Background: an optimization exercise with open tools, aiming at small area, a short achievable clock period and few clock cycles. Do not read the settings as production practice.
The RTL was checked by simulation tests, not by an equivalence proof against the original design.
The clock input has no modelled driver; a real chip could not lean on it and would need a root buffer or a full tree.

==> run G: inputs <==
## pkt_loopback_top
module pkt_loopback_top (
    input  logic  rd_clk,
    input  logic  rd_rst_n,
    input  logic  link_up,
    input  logic  rx_valid,
    input  pkt_loopback_pkg::beat_t rx_beat,
    output logic  tx_valid,
    output pkt_loopback_pkg::beat_t tx_beat,
    input  logic  tx_ready
);
    localparam int N  = 16;          
    localparam int W  = 64 + 3 + 1;   
    localparam int P  = 4;           
    localparam int PW = 64 / P;
    logic [W-1:0] slot [N];
    logic [P-1:1] carry;             
    logic [N-1:0] v;                 
    logic [N-1:0] move;              
    logic         pop;
    logic         tv;                
    logic         next_sop;          
    logic         out_sop;
    assign pop = tv && tx_ready;
    logic [N-1:1] room;              
    logic [N:0]   empty_from;        
    logic [N-1:0] gap_at;            
    logic [N-1:0] two_from;          
    logic [N-1:0] v_stay;            
    logic [N-1:0] v_shift;           
    logic [N-1:0] v_nxt;
    logic [N-1:1] room_nxt;
    always_comb begin
        empty_from[N] = 1'b0;
        for (int i = 0; i < N; i++) begin
            empty_from[i] = !v[i] || ((i < N - 1) ? room[(i < N - 1) ? i + 1 : 1] : 1'b0);
        end
        for (int i = 0; i < N; i++) begin
            gap_at[i] = !v[i] && empty_from[i+1];
        end
        two_from[N-1] = 1'b0;
        for (int i = N - 2; i >= 0; i--) begin
            two_from[i] = two_from[i+1] || gap_at[i];
        end
        move[0] = rx_valid;
        for (int i = 1; i < N; i++) begin
            move[i] = room[i] || (v[i-1] && pop);
        end
        v_stay[0]  = rx_valid || (v[0] && !empty_from[1]);
        v_shift[0] = rx_valid;
        for (int i = 1; i < N; i++) begin
            v_stay[i]  = room[i] || (v[i] && !empty_from[i+1]);
            v_shift[i] = v[i-1];
        end
        v_nxt = pop ? v_shift : v_stay;
        room_nxt[1] = rx_valid && (two_from[0] || (pop && v[N-1] && empty_from[0]));
        for (int i = 2; i < N; i++) begin
            room_nxt[i] = v[i-2] && (two_from[i-1] || (pop && v[N-1] && empty_from[i-1]));
        end
    end
    logic         skip;
    logic [N-1:0] v_fin;
    logic [N-1:1] room_fin;
    always_comb begin
  ...
==> module pkt_loopback_top, before the edit <==
module pkt_loopback_top (
    input  logic  rd_clk,
    input  logic  rd_rst_n,
    input  logic  link_up,
    input  logic  rx_valid,
    input  pkt_loopback_pkg::beat_t rx_beat,
    output logic  tx_valid,
    output pkt_loopback_pkg::beat_t tx_beat,
    input  logic  tx_ready
);
    localparam int N  = 16;          
    localparam int W  = 64 + 3 + 1;   
    localparam int P  = 4;           
    localparam int PW = 64 / P;
    logic [W-1:0] slot [N];
    logic [P-1:1] carry;             
    logic [N-1:0] v;                 
    logic [N-1:0] move;              
    logic         pop;
    logic         tv;                
    logic         next_sop;          
    logic         out_sop;
    assign pop = tv && tx_ready;
    logic [N-1:1] room;              
    logic [N:0]   empty_from;        
    logic [N-1:0] gap_at;            
    logic [N-1:0] two_from;          
    logic [N-1:0] v_stay;            
    logic [N-1:0] v_shift;           
    logic [N-1:0] v_nxt;
    logic [N-1:1] room_nxt;
    always_comb begin
        empty_from[N] = 1'b0;
        for (int i = 0; i < N; i++) begin
            empty_from[i] = !v[i] || ((i < N - 1) ? room[(i < N - 1) ? i + 1 : 1] : 1'b0);
        end
        for (int i = 0; i < N; i++) begin
            gap_at[i] = !v[i] && empty_from[i+1];
        end
        two_from[N-1] = 1'b0;
        for (int i = N - 2; i >= 0; i--) begin
            two_from[i] = two_from[i+1] || gap_at[i];
        end
        move[0] = rx_valid;
        for (int i = 1; i < N; i++) begin
            move[i] = room[i] || (v[i-1] && pop);
        end
        v_stay[0]  = rx_valid || (v[0] && !empty_from[1]);
        v_shift[0] = rx_valid;
        for (int i = 1; i < N; i++) begin
            v_stay[i]  = room[i] || (v[i] && !empty_from[i+1]);
            v_shift[i] = v[i-1];
        end
        v_nxt = pop ? v_shift : v_stay;
        room_nxt[1] = rx_valid && (two_from[0] || (pop && v[N-1] && empty_from[0]));
        for (int i = 2; i < N; i++) begin
            room_nxt[i] = v[i-2] && (two_from[i-1] || (pop && v[N-1] && empty_from[i-1]));
        end
    end
    logic         skip;
    logic [N-1:0] v_fin;
    logic [N-1:1] room_fin;
    always_comb begin
        skip  = v[N-3] && !v[N-2] && (pop || !v[N-1]);
        v_fin = v_nxt;
        v_fin[N-1] = v_nxt[N-1] || skip;
        v_fin[N-2] = v_nxt[N-2] && !skip;
        room_fin = room_nxt;
        room_fin[N-1] = room_nxt[N-1] && !skip;
    end
    logic [W-1:0] step [P];
    logic [P-1:0] cout;
    always_comb begin
        for (int i = 0; i < P; i++) begin
            logic         cin;
            logic [PW-1:0] part;
            cin     = (i == 0) ? 1'b1 : carry[i == 0 ? 1 : i];
            part    = slot[i][i*PW +: PW];
            step[i] = slot[i];
            step[i][i*PW +: PW] = part + PW'(cin);
            cout[i] = cin && (&part);
        end
    end
    always_ff @(posedge rd_clk) begin
        if (move[0]) begin
            slot[0] <= {rx_beat.eop,
                        rx_beat.empty & {3{rx_beat.eop}},
                        rx_beat.data};
        end
        for (int i = 1; i <= P; i++) begin
            if (move[i]) begin
                slot[i] <= step[i-1];
            end
        end
        for (int i = 1; i < P; i++) begin
            if (move[i]) begin
                carry[i] <= cout[i-1];
            end
        end
        for (int i = P + 1; i < N - 1; i++) begin
            if (move[i]) begin
                slot[i] <= slot[i-1];
            end
        end
    end
    logic keep_top;
    assign keep_top = v[N-1] && !pop;
    always_ff @(posedge rd_clk) begin
        slot[N-1] <= (slot[N-2] & {W{move[N-1]}}) | (slot[N-3] & {W{skip}}) |
                     (slot[N-1] & {W{keep_top}});
        out_sop   <= (next_sop & (move[N-1] || skip)) | (out_sop & keep_top);
    end
    always_ff @(posedge rd_clk or negedge rd_rst_n) begin
        if (!rd_rst_n) begin
            v        <= '0;
            room     <= '0;
            tv       <= 1'b0;
            next_sop <= 1'b1;
        end else begin
            v        <= v_fin;
            room     <= room_fin;
            if (move[N-1]) begin
                next_sop <= slot[N-2][W-1];
            end
            if (skip) begin
                next_sop <= slot[N-3][W-1];
            end
            tv       <= v_fin[N-1] && link_up;
        end
    end
    always_ff @(posedge rd_clk) begin
        tx_valid <= v_fin[N-1] && link_up;
    end
    assign tx_beat = {out_sop, slot[N-1]};
endmodule
==> flow/config.mk <==
export PLATFORM = sky130hd
export DESIGN_NAME = pkt_loopback_top
export DESIGN_NICKNAME = pkt_loopback_top
export VERILOG_FILES = /design/flow/design.v
export SDC_FILE = /design/flow/constraint.sdc
export NUM_CORES = 4
export LEC_CHECK = 0
export CAP_MARGIN = 20
export CORE_MARGIN = 2
export CORE_UTILIZATION = 65
export SETUP_SLACK_MARGIN = 3.05
export SLEW_MARGIN = 20
==> flow/constraint.sdc <==
create_clock -name core_clock -period 5.0 [get_ports {rd_clk}]
set_input_delay 1.0000 -clock core_clock [delete_from_list [all_inputs] [get_ports {rd_clk}]]
set_output_delay 1.0000 -clock core_clock [all_outputs]
set_load 0.01 [all_outputs]
standard.sh (not shown) runs the stock make flow with config.mk's settings and CLKGATE_MAP_FILE= SYNTH_SCRIPT=/design/flow/synth_recipe.tcl, a recipe that flattens the netlist after the stock synthesis.
==> flow/flow/run.sh <==
#!/bin/bash
# The standard layout with two changes: the port buffers are buf_2 cells
# rather than the delay buffer that buffer_ports picks by default (every port
# still gets its own buffer), and the clock tree is built by cts_tree.tcl, a
# balanced two-level tree, in place of TritonCTS's three-level one. The make
# output goes to standard_flow.log here; ORFS keeps each step's log under
# orfs/logs. Timing repair fixes fanout with buffers rather than by cloning
# gates, and may resize cells across footprints.
set -euo pipefail
here=$(pwd)
bash standard.sh BUFFER_PORTS_ARGS="-buffer_cell sky130_fd_sc_hd__buf_2" \
  PRE_CTS_TCL="$here/flow/cts_tree.tcl" SKIP_GATE_CLONING=1 MATCH_CELL_FOOTPRINT=0 finish > standard_flow.log 2>&1
==> flow/flow/cts_tree.tcl <==
# Clock tree built here in place of TritonCTS, sourced by ORFS's cts.tcl as
# its PRE_CTS_TCL hook. It replaces the clock_tree_synthesis command with one
# that builds a two-level tree: the clock port drives four root buffers, one
# per quadrant of the sinks, and each root drives the leaf buffers of its
# quadrant; each leaf buffer, a clkbuf_4, drives a compact group of nine or
# ten flip-flops. Every flip-flop sits behind the same two buffer levels,
# so the tree is balanced by construction. cts.tcl then legalizes the new buffers and
# runs its usual timing repair.

proc my_tree_build { args } {
  set block [ord::get_db_block]
  set db [ord::get_db]
  set buf_master [$db findMaster sky130_fd_sc_hd__clkbuf_16]
  set leaf_master [$db findMaster sky130_fd_sc_hd__clkbuf_4]
  set clk_net [$block findNet rd_clk]

  # Sinks: every instance pin on the clock net
  set sinks {}
  foreach it [$clk_net getITerms] {
    set inst [$it getInst]
    set box [$inst getBBox]
    set x [expr { ([$box xMin] + [$box xMax]) / 2 }]
    set y [expr { ([$box yMin] + [$box yMax]) / 2 }]
    lappend sinks [list $x $y $it]
  }
  set n [llength $sinks]
  set ncol 12
  set nrow 10
  puts "my_tree: $n sinks, $ncol x $nrow leaf groups"

  # Columns of equal size by x, then rows of equal size by y in each column
  set sinks [lsort -integer -index 0 $sinks]
  set leaves {}
  for { set c 0 } { $c < $ncol } { incr c } {
    set lo [expr { $c * $n / $ncol }]
    set hi [expr { ($c + 1) * $n / $ncol - 1 }]
    set col [lsort -integer -index 1 [lrange $sinks $lo $hi]]
    set m [llength $col]
    for { set r 0 } { $r < $nrow } { incr r } {
      set rlo [expr { $r * $m / $nrow }]
      set rhi [expr { ($r + 1) * $m / $nrow - 1 }]
      lappend leaves [list $c $r [lrange $col $rlo $rhi]]
    }
  }

  # Root nets, one per quadrant
  set roots {}
  for { set q 0 } { $q < 4 } { incr q } {
    set rnet [odb::dbNet_create $block "my_clk_root_$q"]
    $rnet setSigType CLOCK
    set rinst [odb::dbInst_create $block $buf_master "my_clk_rootbuf_$q"]
    [$rinst findITerm A] connect $clk_net
    [$rinst findITerm X] connect $rnet
    lappend roots [list $rinst $rnet]
    set rsum($q) {0 0 0}
  }

  set k 0
  foreach leaf $leaves {
    lassign $leaf c r group
    set q [expr { ($c >= $ncol / 2 ? 1 : 0) + ($r >= $nrow / 2 ? 2 : 0) }]
    set lnet [odb::dbNet_create $block "my_clk_leaf_$k"]
    $lnet setSigType CLOCK
    set linst [odb::dbInst_create $block $leaf_master "my_clk_leafbuf_$k"]
    set sx 0
    set sy 0
    foreach s $group {
      lassign $s x y it
      $it disconnect
      $it connect $lnet
      incr sx $x
      incr sy $y
    }
    set g [llength $group]
    set lx [expr { $sx / $g }]
    set ly [expr { $sy / $g }]
    $linst setLocation $lx $ly
    $linst setPlacementStatus PLACED
    [$linst findITerm A] connect [lindex [lindex $roots $q] 1]
    [$linst findITerm X] connect $lnet
    lassign $rsum($q) ax ay an
    set rsum($q) [list [expr { $ax + $lx }] [expr { $ay + $ly }] [expr { $an + 1 }]]
    incr k
  }
  for { set q 0 } { $q < 4 } { incr q } {
    lassign $rsum($q) ax ay an
    set rinst [lindex [lindex $roots $q] 0]
    $rinst setLocation [expr { $ax / $an }] [expr { $ay / $an }]
    $rinst setPlacementStatus PLACED
  }
  global_connect
  puts "my_tree: [llength $leaves] leaf buffers, 4 root buffers"
}

rename clock_tree_synthesis my_orig_clock_tree_synthesis
proc clock_tree_synthesis { args } {
  my_tree_build
}
==> inputs of run K, as changes to run G <==
--- a/flow/design.v
+++ b/flow/design.v
@@ -39,6 +39,3 @@
     assign pop = tv && tx_ready;
-    logic [N-1:1] room;              
-    logic [N:0]   empty_from;        
-    logic [N-1:0] gap_at;            
-    logic [N-1:0] two_from;          
+    logic [N:1]   full;              
     logic [N-1:0] v_stay;            
@@ -46,14 +43,6 @@
     logic [N-1:0] v_nxt;
-    logic [N-1:1] room_nxt;
     always_comb begin
-        empty_from[N] = 1'b0;
-        for (int i = 0; i < N; i++) begin
-            empty_from[i] = !v[i] || ((i < N - 1) ? room[(i < N - 1) ? i + 1 : 1] : 1'b0);
-        end
-        for (int i = 0; i < N; i++) begin
-            gap_at[i] = !v[i] && empty_from[i+1];
-        end
-        two_from[N-1] = 1'b0;
-        for (int i = N - 2; i >= 0; i--) begin
-            two_from[i] = two_from[i+1] || gap_at[i];
+        full[N] = 1'b1;
+        for (int i = N - 1; i >= 1; i--) begin
+            full[i] = full[i+1] && v[i];
         end
@@ -61,8 +50,8 @@
         for (int i = 1; i < N; i++) begin
-            move[i] = room[i] || (v[i-1] && pop);
+            move[i] = v[i-1] && (!full[i] || pop);
         end
-        v_stay[0]  = rx_valid || (v[0] && !empty_from[1]);
+        v_stay[0]  = rx_valid || (v[0] && full[1]);
         v_shift[0] = rx_valid;
         for (int i = 1; i < N; i++) begin
-            v_stay[i]  = room[i] || (v[i] && !empty_from[i+1]);
+            v_stay[i]  = (v[i-1] && !full[i]) || (v[i] && full[i+1]);
             v_shift[i] = v[i-1];
@@ -70,17 +59,2 @@
         v_nxt = pop ? v_shift : v_stay;
-        room_nxt[1] = rx_valid && (two_from[0] || (pop && v[N-1] && empty_from[0]));
-        for (int i = 2; i < N; i++) begin
-            room_nxt[i] = v[i-2] && (two_from[i-1] || (pop && v[N-1] && empty_from[i-1]));
-        end
-    end
-    logic         skip;
-    logic [N-1:0] v_fin;
-    logic [N-1:1] room_fin;
-    always_comb begin
-        skip  = v[N-3] && !v[N-2] && (pop || !v[N-1]);
-        v_fin = v_nxt;
-        v_fin[N-1] = v_nxt[N-1] || skip;
-        v_fin[N-2] = v_nxt[N-2] && !skip;
-        room_fin = room_nxt;
-        room_fin[N-1] = room_nxt[N-1] && !skip;
     end
@@ -124,5 +98,4 @@
     always_ff @(posedge rd_clk) begin
-        slot[N-1] <= (slot[N-2] & {W{move[N-1]}}) | (slot[N-3] & {W{skip}}) |
-                     (slot[N-1] & {W{keep_top}});
-        out_sop   <= (next_sop & (move[N-1] || skip)) | (out_sop & keep_top);
+        slot[N-1] <= (slot[N-2] & {W{move[N-1]}}) | (slot[N-1] & {W{keep_top}});
+        out_sop   <= (next_sop & move[N-1]) | (out_sop & keep_top);
     end
@@ -131,3 +104,2 @@
             v        <= '0;
-            room     <= '0;
             tv       <= 1'b0;
@@ -135,4 +107,3 @@
         end else begin
-            v        <= v_fin;
-            room     <= room_fin;
+            v        <= v_nxt;
             if (move[N-1]) begin
@@ -140,6 +111,3 @@
             end
-            if (skip) begin
-                next_sop <= slot[N-3][W-1];
-            end
-            tv       <= v_fin[N-1] && link_up;
+            tv       <= v_nxt[N-1] && link_up;
         end
@@ -147,3 +115,3 @@
     always_ff @(posedge rd_clk) begin
-        tx_valid <= v_fin[N-1] && link_up;
+        tx_valid <= v_nxt[N-1] && link_up;
     end
--- a/flow/flow/run.sh
+++ b/flow/flow/run.sh
@@ -6,4 +6,3 @@
 # output goes to standard_flow.log here; ORFS keeps each step's log under
-# orfs/logs. Timing repair fixes fanout with buffers rather than by cloning
-# gates, and may resize cells across footprints.
+# orfs/logs.
 set -euo pipefail
@@ -11,2 +10,2 @@
 bash standard.sh BUFFER_PORTS_ARGS="-buffer_cell sky130_fd_sc_hd__buf_2" \
-  PRE_CTS_TCL="$here/flow/cts_tree.tcl" SKIP_GATE_CLONING=1 MATCH_CELL_FOOTPRINT=0 finish > standard_flow.log 2>&1
+  PRE_CTS_TCL="$here/flow/cts_tree.tcl" finish > standard_flow.log 2>&1
--- a/flow/flow/cts_tree.tcl
+++ b/flow/flow/cts_tree.tcl
@@ -4,5 +4,5 @@
 # per quadrant of the sinks, and each root drives the leaf buffers of its
-# quadrant; each leaf buffer, a clkbuf_4, drives a compact group of nine or
-# ten flip-flops. Every flip-flop sits behind the same two buffer levels,
-# so the tree is balanced by construction. cts.tcl then legalizes the new buffers and
+# quadrant; each leaf buffer drives a compact group of about two dozen
+# flip-flops. Every flip-flop sits behind the same two buffer levels, so the
+# tree is balanced by construction. cts.tcl then legalizes the new buffers and
 # runs its usual timing repair.
@@ -13,3 +13,2 @@
   set buf_master [$db findMaster sky130_fd_sc_hd__clkbuf_16]
-  set leaf_master [$db findMaster sky130_fd_sc_hd__clkbuf_4]
   set clk_net [$block findNet rd_clk]
@@ -26,4 +25,4 @@
   set n [llength $sinks]
-  set ncol 12
-  set nrow 10
+  set ncol 8
+  set nrow 6
   puts "my_tree: $n sinks, $ncol x $nrow leaf groups"
@@ -63,3 +62,3 @@
     $lnet setSigType CLOCK
-    set linst [odb::dbInst_create $block $leaf_master "my_clk_leafbuf_$k"]
+    set linst [odb::dbInst_create $block $buf_master "my_clk_leafbuf_$k"]
     set sx 0
SETUP_SLACK_MARGIN = 3.0   (was 3.05)
==> flow_summary_export.csv <==
group,metric,value,unit
placed_design,hpwl,20700,um
logic_synthesis,synth-compound-area-share,0.00197,
die,die-height,236,um
outcome,status,"no timing/DRC/antenna violations",
cells_and_area,regArea,0.0326,mm^2
[end of results for run K]
==> flow_summary_export.csv <==
group,metric,value,unit
outcome,status,"no timing/DRC/antenna violations",
die,tapCellCount,704,
global_routing,grt_use_total,0.158,
logic_synthesis,synth.area.mux_share,0.000278,
logic_synthesis,synth-compound-area-share,0.0301,
global_routing,grt_max_degree,39,
die,die-height,239,um
placed_design,hpwl,22400,um
cells_and_area,regArea,0.0330,mm^2
[end of results for run G]
Testbench counts of run G, summed over its fixed seeds: cycles 4,821.
Testbench counts of run K, summed over its fixed seeds: cycles 4,916.
In every run of this note, the design's own scripts or RTL, not TritonCTS, make the clock network.

[re-timing with driven ports]
In the flow no input, the clock included, has a driving cell. The finished layouts below were timed again as built, in two steps. Step 1: set_driving_cell puts a clkbuf_16 on rd_clk and a buf_2 on each other input, an assumption about the parent block. Step 2 moves the port delays by t, midway between the first and last clock arrival at a register: inputs arrive t later, outputs are due t later. That takes back most of the time a late clock gives input paths. Slacks: no drivers / after step 1 / after step 2; pairs: no drivers / after step 1.
run | shift t [ns] | setup WS [ns] | hold WS [ns] | worst setup path at the end | clock arrival spread, ns
run G | 0.542 | 3.094 / 2.979 / 2.637 | 0.408 / 0.408 / 0.408 | input to register | 0.024 / 0.023
run K | 0.548 | 2.743 / 2.833 / 2.287 | 0.412 / 0.412 / 0.412 | input to register | 0.028 / 0.028
After both steps every run listed still meets setup and hold. The setup slack of run G, which loses most, moves by -0.115 ns with the drivers and by -0.457 ns with both steps.
